Context: an optimization exercise on an open-source flow, tuned for a short achievable clock period and few clock cycles. The choices shown serve that exercise and are no tape-out recipe.
Function was checked by simulation only, so behaviour that the tests miss may differ from the original.
Power figures rest on the tool's default switching activity, not on a simulated workload.

===== flow/run.sh =====
#!/bin/bash
# synth_recipe.tcl (not shown) runs the flow's synth.tcl, then flattens the netlist and writes it again
# the make line also repeats each setting of config.mk as NAME=value (left out here)
make -C /OpenROAD-flow-scripts/flow DESIGN_CONFIG=/design/flow/config.mk WORK_HOME=/design/flow/orfs CLKGATE_MAP_FILE= SYNTH_SCRIPT=/design/flow/synth_recipe.tcl finish

===== flow/config.mk =====
export PLATFORM = sky130hd
export DESIGN_NAME = priority_bandwidth_quota_allocator
export DESIGN_NICKNAME = priority_bandwidth_quota_allocator
export VERILOG_FILES = /design/flow/design.v
export SDC_FILE = /design/flow/constraint.sdc
export NUM_CORES = 4
export LEC_CHECK = 0
export CAP_MARGIN = 20
export CORE_MARGIN = 2
export CORE_UTILIZATION = 30
export SLEW_MARGIN = 20

===== flow/constraint.sdc =====
create_clock -name core_clock -period 16.0 [get_ports {clk_i}]
set_input_delay 3.2000 -clock core_clock [delete_from_list [all_inputs] [get_ports {clk_i}]]
set_output_delay 3.2000 -clock core_clock [all_outputs]
set_load 0.01 [all_outputs]

===== flow/design.v =====
package pbqa_pkg;
  localparam int MAX_CLIENTS_DEF = 16;
  localparam int IDX_W           = 6;
  localparam int CFG_IDX_W       = 1;
  localparam logic [15:0] MIN_RESERVE_RST = 16'd32;
  localparam logic [2:0] MODE_ATTACH = 3'd0;
  localparam logic [2:0] MODE_DETACH = 3'd1;
  localparam logic [2:0] MODE_PRIO   = 3'd2;
  localparam logic [2:0] MODE_USAGE  = 3'd3;
  localparam logic [2:0] MODE_TICK   = 3'd4;
  localparam logic [CFG_IDX_W-1:0] CFG_TOTAL_QUOTA = 1'd0;
  localparam logic [CFG_IDX_W-1:0] CFG_MIN_RESERVE = 1'd1;
  localparam logic [31:0] RECIP_TEN   = 32'hCCCC_CCCD;
  localparam int          RECIP_SHIFT = 35;
  typedef enum logic [3:0] {
    OP_HOLD     = 4'd0,
    OP_ATTACH   = 4'd1,
    OP_DETACH   = 4'd2,
    OP_PRIO     = 4'd3,
    OP_USAGE    = 4'd4,
    OP_SORT_EVN = 4'd5,
    OP_SORT_ODD = 4'd6,
    OP_ROTATE   = 4'd7,
    OP_ADD      = 4'd8
  } cell_op_e;
  typedef struct packed {
    logic             active;
    logic [7:0]       prio;
    logic [IDX_W-1:0] idx;
    logic [31:0]      used;
    logic [31:0]      resv;
    logic             thr;
  } rec_t;
  typedef struct packed {
    cell_op_e    op;
    logic [3:0]  slot;
    logic [7:0]  prio;
    logic [31:0] amount;
    logic [31:0] share;
  } cell_ctrl_t;
  function automatic logic goes_first(rec_t a, rec_t b);
    logic same_act;
    same_act = (a.active == b.active);
    goes_first = (a.active & ~b.active) |
                 (same_act & ((a.prio > b.prio) | ((a.prio == b.prio) & (a.idx < b.idx))));
  endfunction
  function automatic logic [31:0] sat_add32(logic [31:0] a, logic [31:0] b);
    logic [32:0] s;
    s = {1'b0, a} + {1'b0, b};
    sat_add32 = s[32] ? 32'hFFFF_FFFF : s[31:0];
  endfunction
endpackage
module pbqa_cell #(
  parameter int CELL  = 0,
  parameter bit FIRST = 1'b0,
  parameter bit LAST  = 1'b0
) (
  input  logic       clk_i,
  input  logic       rst_ni,
  input  logic [79:0] ctrl_w,
  input  logic [79:0] left_w,
  input  logic [79:0] right_w,
  output logic [79:0] rec_o
);
  pbqa_pkg::cell_ctrl_t ctrl_i;
  pbqa_pkg::rec_t       left_i, right_i;
  assign ctrl_i  = ctrl_w;
  assign left_i  = left_w;
  assign right_i = right_w;
  localparam bit EVEN = (CELL % 2) == 0;
  localparam logic [pbqa_pkg::IDX_W-1:0] CELL_IDX = CELL;
  localparam pbqa_pkg::rec_t REC_RST = {1'b0, 8'd0, CELL_IDX, 32'd0, 32'd0, 1'b0};
  pbqa_pkg::rec_t rec_q, rec_d;
  logic match;
  logic is_left;
  assign match = (rec_q.idx == {2'b00, ctrl_i.slot});
  always_comb begin
    rec_d   = rec_q;
    is_left = (ctrl_i.op == pbqa_pkg::OP_SORT_EVN) ? EVEN : !EVEN;
    unique case (ctrl_i.op)
      pbqa_pkg::OP_ATTACH: begin
        if (match) begin
          rec_d.active = 1'b1;
          rec_d.prio   = ctrl_i.prio;
          rec_d.used   = '0;
          rec_d.resv   = '0;
        end
      end
      pbqa_pkg::OP_DETACH: begin
        if (match) rec_d.active = 1'b0;
      end
      pbqa_pkg::OP_PRIO: begin
        if (match) rec_d.prio = ctrl_i.prio;
      end
      pbqa_pkg::OP_USAGE: begin
        if (match) rec_d.used = pbqa_pkg::sat_add32(rec_q.used, ctrl_i.amount);
      end
      pbqa_pkg::OP_SORT_EVN, pbqa_pkg::OP_SORT_ODD: begin
        if (is_left) begin
          if (!LAST && pbqa_pkg::goes_first(right_i, rec_q)) rec_d = right_i;
        end else begin
          if (!FIRST && pbqa_pkg::goes_first(rec_q, left_i)) rec_d = left_i;
        end
      end
      pbqa_pkg::OP_ROTATE: rec_d = right_i;
      pbqa_pkg::OP_ADD: begin
        if (rec_q.active) rec_d.resv = pbqa_pkg::sat_add32(rec_q.resv, ctrl_i.share);
      end
      default: ;
    endcase
  end
  always_ff @(posedge clk_i or negedge rst_ni) begin
    if (!rst_ni) begin
      rec_q <= REC_RST;
    end else begin
      rec_q <= rec_d;
    end
  end
  assign rec_o = rec_q;
endmodule
module pbqa_div #(
  parameter int CNT_W = 5
) (
  input  logic             clk_i,
  input  logic             rst_ni,
  input  logic             start_i,
  input  logic [31:0]      dividend_i,
  input  logic [CNT_W-1:0] divisor_i,
  output logic             done_o,
  output logic [31:0]      quot_o
);
  logic             run_q;
  logic             done_q;
  logic [4:0]       bit_q;
  logic [31:0]      dq_q;
  logic [CNT_W-1:0] rem_q;
  logic [CNT_W-1:0] dvs_q;
  logic [CNT_W:0]   rem_sh;
  logic [CNT_W:0]   rem_nx;
  logic             ge;
  always_comb begin
    rem_sh = {rem_q, dq_q[31]};
    ge     = rem_sh >= {1'b0, dvs_q};
    rem_nx = ge ? rem_sh - {1'b0, dvs_q} : rem_sh;
  end
  always_ff @(posedge clk_i or negedge rst_ni) begin
    if (!rst_ni) begin
      run_q  <= 1'b0;
      done_q <= 1'b0;
      bit_q  <= '0;
    end else begin
      done_q <= 1'b0;
      if (start_i) begin
        run_q <= 1'b1;
        bit_q <= 5'd31;
      end else if (run_q) begin
        bit_q <= bit_q - 5'd1;
        if (bit_q == 5'd0) begin
          run_q  <= 1'b0;
          done_q <= 1'b1;
        end
      end
    end
  end
  always_ff @(posedge clk_i) begin
    if (start_i) begin
      dq_q  <= dividend_i;
      rem_q <= '0;
      dvs_q <= divisor_i;
    end else if (run_q) begin
      dq_q  <= {dq_q[30:0], ge};
      rem_q <= rem_nx[CNT_W-1:0];
    end
  end
  assign done_o = done_q;
  assign quot_o = dq_q;
endmodule
module priority_bandwidth_quota_allocator #(
  parameter int MAX_CLIENTS = pbqa_pkg::MAX_CLIENTS_DEF
) (
  input  logic                 clk_i,
  input  logic                 rst_ni,
  input  logic                 start,
  output logic                 busy,
  input  logic [2:0]           mode_i,
  input  logic [3:0]           slot_i,
  input  logic [7:0]           prio_i,
  input  logic [31:0]          amount_i,
  input  logic [31:0]          now_seconds_i,
  input  logic                 cfg_valid_i,
  output logic                 cfg_ready_o,
  input  logic [pbqa_pkg::CFG_IDX_W-1:0] cfg_index_i,
  input  logic [31:0]          cfg_data_i,
  output logic                 strobe_o,
  output logic [3:0]           client_slot_o,
  output logic [31:0]          reserved_bytes_o,
  output logic                 throttled_o,
  output logic                 last_o
);
  localparam int CNT_W = $clog2(MAX_CLIENTS + 1);
  localparam logic [CNT_W-1:0] LAST_STEP = CNT_W'(MAX_CLIENTS - 1);
  typedef enum logic [5:0] {
    ST_IDLE = 6'b000001,
    ST_SORT = 6'b000010,
    ST_WALK = 6'b000100,
    ST_DIV  = 6'b001000,
    ST_ADD  = 6'b010000,
    ST_EMIT = 6'b100000
  } state_e;
  state_e           state_q, state_d;
  logic [31:0]      quota_cap_q;
  logic [15:0]      min_reserve_q;
  logic [31:0]      last_sec_q;
  logic [31:0]      quota_q, quota_d;
  logic [CNT_W-1:0] step_q, step_d;
  logic [CNT_W-1:0] cnt_q, cnt_d;
  logic [CNT_W-1:0] emit_q, emit_d;
  logic             mul_q, mul_d;
  logic [63:0]      prod_q;
  logic [31:0]      share_q;
  logic             out_vld_q, out_vld_d;
  logic [3:0]       out_slot_q;
  logic [31:0]      out_resv_q;
  logic             out_thr_q;
  logic             out_last_q;
  logic             accept;
  pbqa_pkg::cell_ctrl_t       ctrl;
  logic [MAX_CLIENTS-1:0][79:0] recs;
  pbqa_pkg::rec_t             head, wrap, upd;
  logic             div_start, div_done;
  logic [31:0]      div_quot;
  logic [28:0]      div10;
  logic [32:0]      grant_raw;
  logic [31:0]      grant_cap, grant_fin, quota_nx;
  assign accept      = start && !busy;
  assign busy        = (state_q != ST_IDLE);
  assign cfg_ready_o = !busy && !start;
  assign head        = recs[0];
  for (genvar gi = 0; gi < MAX_CLIENTS; gi++) begin : g_cell
    logic [79:0] left_w, right_w;
    if (gi == 0) begin : g_l0
      assign left_w = recs[0];
    end else begin : g_ln
      assign left_w = recs[gi-1];
    end
    if (gi == MAX_CLIENTS - 1) begin : g_rl
      assign right_w = wrap;
    end else begin : g_rn
      assign right_w = recs[gi+1];
    end
    pbqa_cell #(
      .CELL  (gi),
      .FIRST (gi == 0),
      .LAST  (gi == MAX_CLIENTS - 1)
    ) u_cell (
      .clk_i   (clk_i),
      .rst_ni  (rst_ni),
      .ctrl_w  (ctrl),
      .left_w  (left_w),
      .right_w (right_w),
      .rec_o   (recs[gi])
    );
  end
  always_comb begin
    div10 = prod_q[63:pbqa_pkg::RECIP_SHIFT];
    if (quota_q == '0) begin
      grant_raw = '0;
    end else if (head.used == head.resv) begin
      grant_raw = {1'b0, head.used} + {2'b0, head.used[31:1]};
    end else begin
      grant_raw = {1'b0, head.used} + {4'b0, div10};
    end
    grant_cap = (grant_raw > {1'b0, quota_q}) ? quota_q : grant_raw[31:0];
    grant_fin = (grant_cap < {16'b0, min_reserve_q}) ? {16'b0, min_reserve_q} : grant_cap;
    quota_nx  = (grant_fin < quota_q) ? quota_q - grant_fin : '0;
    upd       = head;
    upd.used  = '0;
    upd.resv  = grant_fin;
    upd.thr   = (quota_nx == '0);
  end
  always_comb begin
    state_d     = state_q;
    quota_d     = quota_q;
    step_d      = step_q;
    cnt_d       = cnt_q;
    emit_d      = emit_q;
    mul_d       = mul_q;
    out_vld_d   = 1'b0;
    div_start   = 1'b0;
    wrap        = head;
    ctrl        = '0;
    ctrl.op     = pbqa_pkg::OP_HOLD;
    ctrl.slot   = slot_i;
    ctrl.prio   = prio_i;
    ctrl.amount = amount_i;
    ctrl.share  = share_q;
    unique case (state_q)
      ST_IDLE: begin
        if (accept) begin
          unique case (mode_i)
            pbqa_pkg::MODE_ATTACH: ctrl.op = pbqa_pkg::OP_ATTACH;
            pbqa_pkg::MODE_DETACH: ctrl.op = pbqa_pkg::OP_DETACH;
            pbqa_pkg::MODE_PRIO:   ctrl.op = pbqa_pkg::OP_PRIO;
            pbqa_pkg::MODE_USAGE:  ctrl.op = pbqa_pkg::OP_USAGE;
            pbqa_pkg::MODE_TICK: begin
              if (now_seconds_i != last_sec_q) begin
                quota_d = quota_cap_q;
                step_d  = '0;
                cnt_d   = '0;
                mul_d   = 1'b0;
                state_d = ST_SORT;
              end
            end
            default: ;
          endcase
        end
      end
      ST_SORT: begin
        ctrl.op = step_q[0] ? pbqa_pkg::OP_SORT_ODD : pbqa_pkg::OP_SORT_EVN;
        step_d  = step_q + 1'b1;
        if (step_q == LAST_STEP) begin
          step_d  = '0;
          state_d = ST_WALK;
        end
      end
      ST_WALK: begin
        if (head.active && !mul_q) begin
          mul_d = 1'b1;
        end else begin
          ctrl.op = pbqa_pkg::OP_ROTATE;
          step_d  = step_q + 1'b1;
          if (head.active) begin
            wrap    = upd;
            quota_d = quota_nx;
            cnt_d   = cnt_q + 1'b1;
            mul_d   = 1'b0;
          end
          if (step_q == LAST_STEP) begin
            emit_d = '0;
            if (cnt_d == '0) begin
              state_d = ST_IDLE;
            end else if (quota_d != '0) begin
              div_start = 1'b1;
              state_d   = ST_DIV;
            end else begin
              state_d = ST_EMIT;
            end
          end
        end
      end
      ST_DIV: begin
        if (div_done) state_d = ST_ADD;
      end
      ST_ADD: begin
        ctrl.op = pbqa_pkg::OP_ADD;
        state_d = ST_EMIT;
      end
      ST_EMIT: begin
        ctrl.op   = pbqa_pkg::OP_ROTATE;
        out_vld_d = 1'b1;
        emit_d    = emit_q + 1'b1;
        if (emit_q == cnt_q - 1'b1) state_d = ST_IDLE;
      end
      default: state_d = ST_IDLE;
    endcase
  end
  pbqa_div #(.CNT_W(CNT_W)) u_div (
    .clk_i      (clk_i),
    .rst_ni     (rst_ni),
    .start_i    (div_start),
    .dividend_i (quota_d),
    .divisor_i  (cnt_d),
    .done_o     (div_done),
    .quot_o     (div_quot)
  );
  always_ff @(posedge clk_i or negedge rst_ni) begin
    if (!rst_ni) begin
      state_q       <= ST_IDLE;
      quota_cap_q   <= '0;
      min_reserve_q <= pbqa_pkg::MIN_RESERVE_RST;
      last_sec_q    <= '0;
      quota_q       <= '0;
      step_q        <= '0;
      cnt_q         <= '0;
      emit_q        <= '0;
      mul_q         <= 1'b0;
      out_vld_q     <= 1'b0;
    end else begin
      state_q   <= state_d;
      quota_q   <= quota_d;
      step_q    <= step_d;
      cnt_q     <= cnt_d;
      emit_q    <= emit_d;
      mul_q     <= mul_d;
      out_vld_q <= out_vld_d;
      if (accept && mode_i == pbqa_pkg::MODE_TICK) last_sec_q <= now_seconds_i;
      if (cfg_valid_i && cfg_ready_o) begin
        unique case (cfg_index_i)
          pbqa_pkg::CFG_TOTAL_QUOTA: quota_cap_q   <= cfg_data_i;
          pbqa_pkg::CFG_MIN_RESERVE: min_reserve_q <= cfg_data_i[15:0];
          default: ;
        endcase
      end
    end
  end
  always_ff @(posedge clk_i) begin
    prod_q <= head.used * pbqa_pkg::RECIP_TEN;
    if (div_done) share_q <= div_quot;
    if (out_vld_d) begin
      out_slot_q <= head.idx[3:0];
      out_resv_q <= head.resv;
      out_thr_q  <= head.thr;
      out_last_q <= (emit_q == cnt_q - 1'b1);
    end
  end
  assign strobe_o         = out_vld_q;
  assign client_slot_o    = out_slot_q;
  assign reserved_bytes_o = out_resv_q;
  assign throttled_o      = out_thr_q;
  assign last_o           = out_last_q;
endmodule

==> impl_metrics.ini <==
[clock_tree]
cts_buffer_depth = 4
clkTransAtPathRegs_ns = 0.06
ctsHtreeMaxLevel = 4
tritoncts = built
root_buffer = clkbuf_16
cts_num_sinks = 1563
clock_latency_ns = 0.99
cts_inserted_buffers = 202
ctsHoldBuffers = 0

[critical_path]
worstSetupPathType = reg2reg
worst_setup_path_end_kind = flip-flop
max_stage_delay_ns = 0.57
worst-path-max-fanout = 42
crit_slowest_cell = or4_1
critPathRequiredTime_ns = 16.64
start_kind = flip-flop
worstPathArrival_ns = 15.80
crit_top_cell = a21o_1

[floorplan]
die_h_um = 713
core_area_um2 = 501000
die_w_um = 713
fp-row-count = 260
ioPinCount = 157
start_util = 0.301
die_area_um2 = 508000

[routing]
drtPass1Iterations = 9
drt-total-wl_um = 635000
viasPerCell = 5.86
post-route-drc-count = 0
drtIter0Drc = 15729
wl_per_cell_um = 26.0
ant_nets = 0
num_vias = 143110

[timing]
worstMarginPinSlew_ns = 1.27
timing.fmax_mhz = 65.9
worst_slack_ns = 0.833
period_needed_ns = 15.17
setup_violations = 0
hold_violations = 0
rsz0062_at_grt = no
drv_slew = 0
fin_crit_sh = 0.948
skew_ns = 0.0974
finalSetupTns_ns = 0
maxSlewHeadroom = 0.153

[finish]
multi_input_area_um2 = 104000
fill_cells = 51704
synthToLayoutAreaGrowth_pct = 11.1
finish.utilization = 0.334
fin_nets = 19816
drive_above_1_share = 0.0606
seqCellArea_um2 = 39500
finalNonFillerCells = 24434

[logic_synthesis]
syn_area_per_cell_um2 = 8.51
yosysWarnings = 18
netlist_area_um2 = 151000
synth_top_area_share = 0.231
synth_ff_type = dfrtp_1
yosysTopAreaCell = dfrtp_1
ys_seq_area_frac = 0.262
syn_inst = 17704
ys_ff_latch = 1563
synth_enable_flop_cells = 107
synthDistinctLibCells = 93
synth_fp_nets = 19963
ys_async_sr_fraction = 0.910
synth_top_cells_by_area = dfrtp_1 (23%), ha_1 (14%), fa_1 (6.0%)

[grt]
antenna_found_initial = 53
grt.busiest_layer = met2
track_usage = 0.241
use_met1 = 0.328
grt_max_degree = 156
grt_pass1_vias = 136338
grt_overflow = 0
grt.met3_usage = 0.0543
grt_pass1_wl_um = 933000
gr-usage-met2 = 0.361

[run]
maxCapViolCount = 0

[placed_design]
io_buffers = 156
dpl.hpwl_um = 470000
gp_congestion = 0.971
dp_cells = 24033
dp_slack_ns = 0.386

[outcome]
status = no timing/DRC/antenna violations

[pwr]
p_leak_nw = 73.1
finalPower_mw = 36.7
irDropWorstVdd_mv = 0.487
p_per_area_nw_per_um2 = 219

[hold_path]
worstHoldPathType = reg2reg
[placed cells by master (no fill, tap or decap), drive strengths merged, types with 86 or more instances in the layout]
| cell type | instances |
|---|---|
| mux2i | 125 |
| inv | 1282 |
| o221ai | 236 |
| xnor2 | 663 |
| nor2b | 167 |
| nand2 | 1518 |
| fa | 450 |
| buf | 355 |
| o21a | 227 |
| a21o | 487 |
| o21ai | 1418 |
| nand3 | 193 |
| and3 | 98 |
| ha | 1693 |
| nor3 | 248 |
| a221oi | 362 |
| a22oi | 657 |
| nand4 | 110 |
| a211oi | 105 |
| nor2 | 1400 |
| a21oi | 1312 |
| nand2b | 231 |
| o21bai | 137 |
| or3 | 114 |
| dfrtp | 1388 |
| edfxtp | 107 |
| clkdlybuf4s50 | 128 |
| a221o | 86 |
| clkbuf | 300 |
| xor2 | 281 |
| a31oi | 202 |
| o211ai | 314 |
| mux2 | 148 |
[where the power goes]
| group | total [mW] | switching [mW] | internal (mW) |
|---|---|---|---|
| clock network | 4.94 | 2.10 | 2.84 |
| registers | 8.19 | 2.74 | 5.45 |
| logic | 23.6 | 14.5 | 9.09 |
[flip-flops by register name, summed over array words and instances, names as in the netlist, 5 cells and up]
register and cells:
cnt_q 5, emit_q 5, g_cell.u_cell.rec_q 1280, last_sec_q 32, min_reserve_q 16, out_resv_q 32
prod_q 29, quota_cap_q 32, quota_q 32, share_q 32, state_q 6, step_q 5
u_div.bit_q 5, u_div.dq_q 32, u_div.dvs_q 5, u_div.rem_q 5
[layer usage]
layer	vias up	share of wire	routed length (um)
met4	34	0.055	34700
met3	1384	0.096	61200
met5	-	0.00039	246
met1	70030	0.43	271000
li1	65045	-	-
met2	6617	0.42	268000
[worst max-delay path: cells and delay by family, from the launching register on]
family | cells | cell delay, ns
adder cells (fa/ha/maj) | 4 | 1.42
AO/OA/AOI/OAI | 26 | 6.50
multiplexers | 4 | 1.17
flip-flops | 1 | 0.47
XOR/XNOR | 2 | 0.59
buffers and inverters | 5 | 1.46
AND/OR/NAND/NOR | 13 | 3.09
[kinds of logic after synthesis]
family                     Yosys count  synth area share
xor gates and xnor gates           944            0.0549
and+or+nand+nor                   4360             0.131
buffers and inverters             2111            0.0527
adders and majority gates         2143             0.200
muxes                              273            0.0194
AOI/OAI and AO/OA                 6310             0.280
DFF                               1563             0.262
[path summary, 6_finish.rpt]
kind                                            start                     endpoint  slack (ns)  depth (start not counted)
setup / recovery           g_cell[0].u_cell.rec_q[32]               u_div.dq_q[28]        0.83                         54
hold / removal                          u_div.dq_q[4]                   share_q[4]        0.44                          0
setup reg to reg           g_cell[0].u_cell.rec_q[32]               u_div.dq_q[28]        0.83                         54
hold reg to reg                         u_div.dq_q[4]                   share_q[4]        0.44                          0
max in group asynchronous                      rst_ni  g_cell[15].u_cell.rec_q[34]       10.66                          4
min in group asynchronous                      rst_ni    g_cell[7].u_cell.rec_q[5]        2.18                          1
[synth_stat cells (201+ instances only)]
| cell type | n |
|---|---|
| xnor2_1 | 663 |
| xor2_1 | 281 |
| inv_1 | 1276 |
| nor3_1 | 247 |
| clkbuf_1 | 800 |
| o221ai_1 | 236 |
| a31oi_1 | 201 |
| o21a_1 | 227 |
| o211ai_1 | 313 |
| a22oi_1 | 657 |
| ha_1 | 1693 |
| a21oi_1 | 1312 |
| o21ai_0 | 1400 |
| dfrtp_1 | 1388 |
| a21o_1 | 487 |
| nand2_1 | 1518 |
| a221oi_1 | 361 |
| fa_1 | 450 |
| nor2_1 | 1400 |
| nand2b_1 | 231 |
[per-stage QoR]
| stage | hold WS (ns) | cell area (um^2) |
|---|---|---|
| global route | 0.453 | 167000 |
| detailed placement | 0.465 | 160000 |
| global placement | 0.455 | 160000 |
| finish | 0.444 | 167000 |
| CTS | 0.434 | 167000 |
| floorplan | 0.422 | 151000 |
[area by class of cell]
class / instances / area share
Multi-Input combinational cell: 14030 / 0.619
Sequential cell: 1563 / 0.236
Tap cell: 6681 / 0.0499
Clock buffer: 299 / 0.0358
Inverter: 1276 / 0.0286
Timing Repair Buffer: 484 / 0.0242
Clock inverter: 72 / 0.00552
Antenna cell: 29 / 0.000434
[repair_timing]
| action | 4_1_cts | 5_1_grt |
|---|---|---|
| setup endpoints to repair | 0 | 84 |
| buffers inserted | 0 | 1 |
| resized for setup | 0 | 20 |
Testbench counts, summed over its fixed seeds: cycles 20,382.

-- static timing again, ports no longer ideal --
Ports are ideal in the flow. The routed layout listed here was re-timed in OpenROAD. Step 1, drivers: a clkbuf_16 drives clk_i and a buf_2 each remaining input, both assumed. Step 2 also shifts input and output timing later by t, the mid clock arrival at the registers, as if the neighbouring blocks saw the same clock. Three values: ideal ports, drivers, drivers and shift; two values: the first two.
t (ns): 1.045
slack for setup (ns): 0.833 / 0.833 / 0.833
worst setup path at the end: register to register
clock arrival spread, ns: 0.114 / 0.114
cell pins on the clock port's net: 1
After both steps setup and hold are still met in this run. The setup slack of this run moves by 0.000 ns with the drivers and by 0.000 ns with both steps.
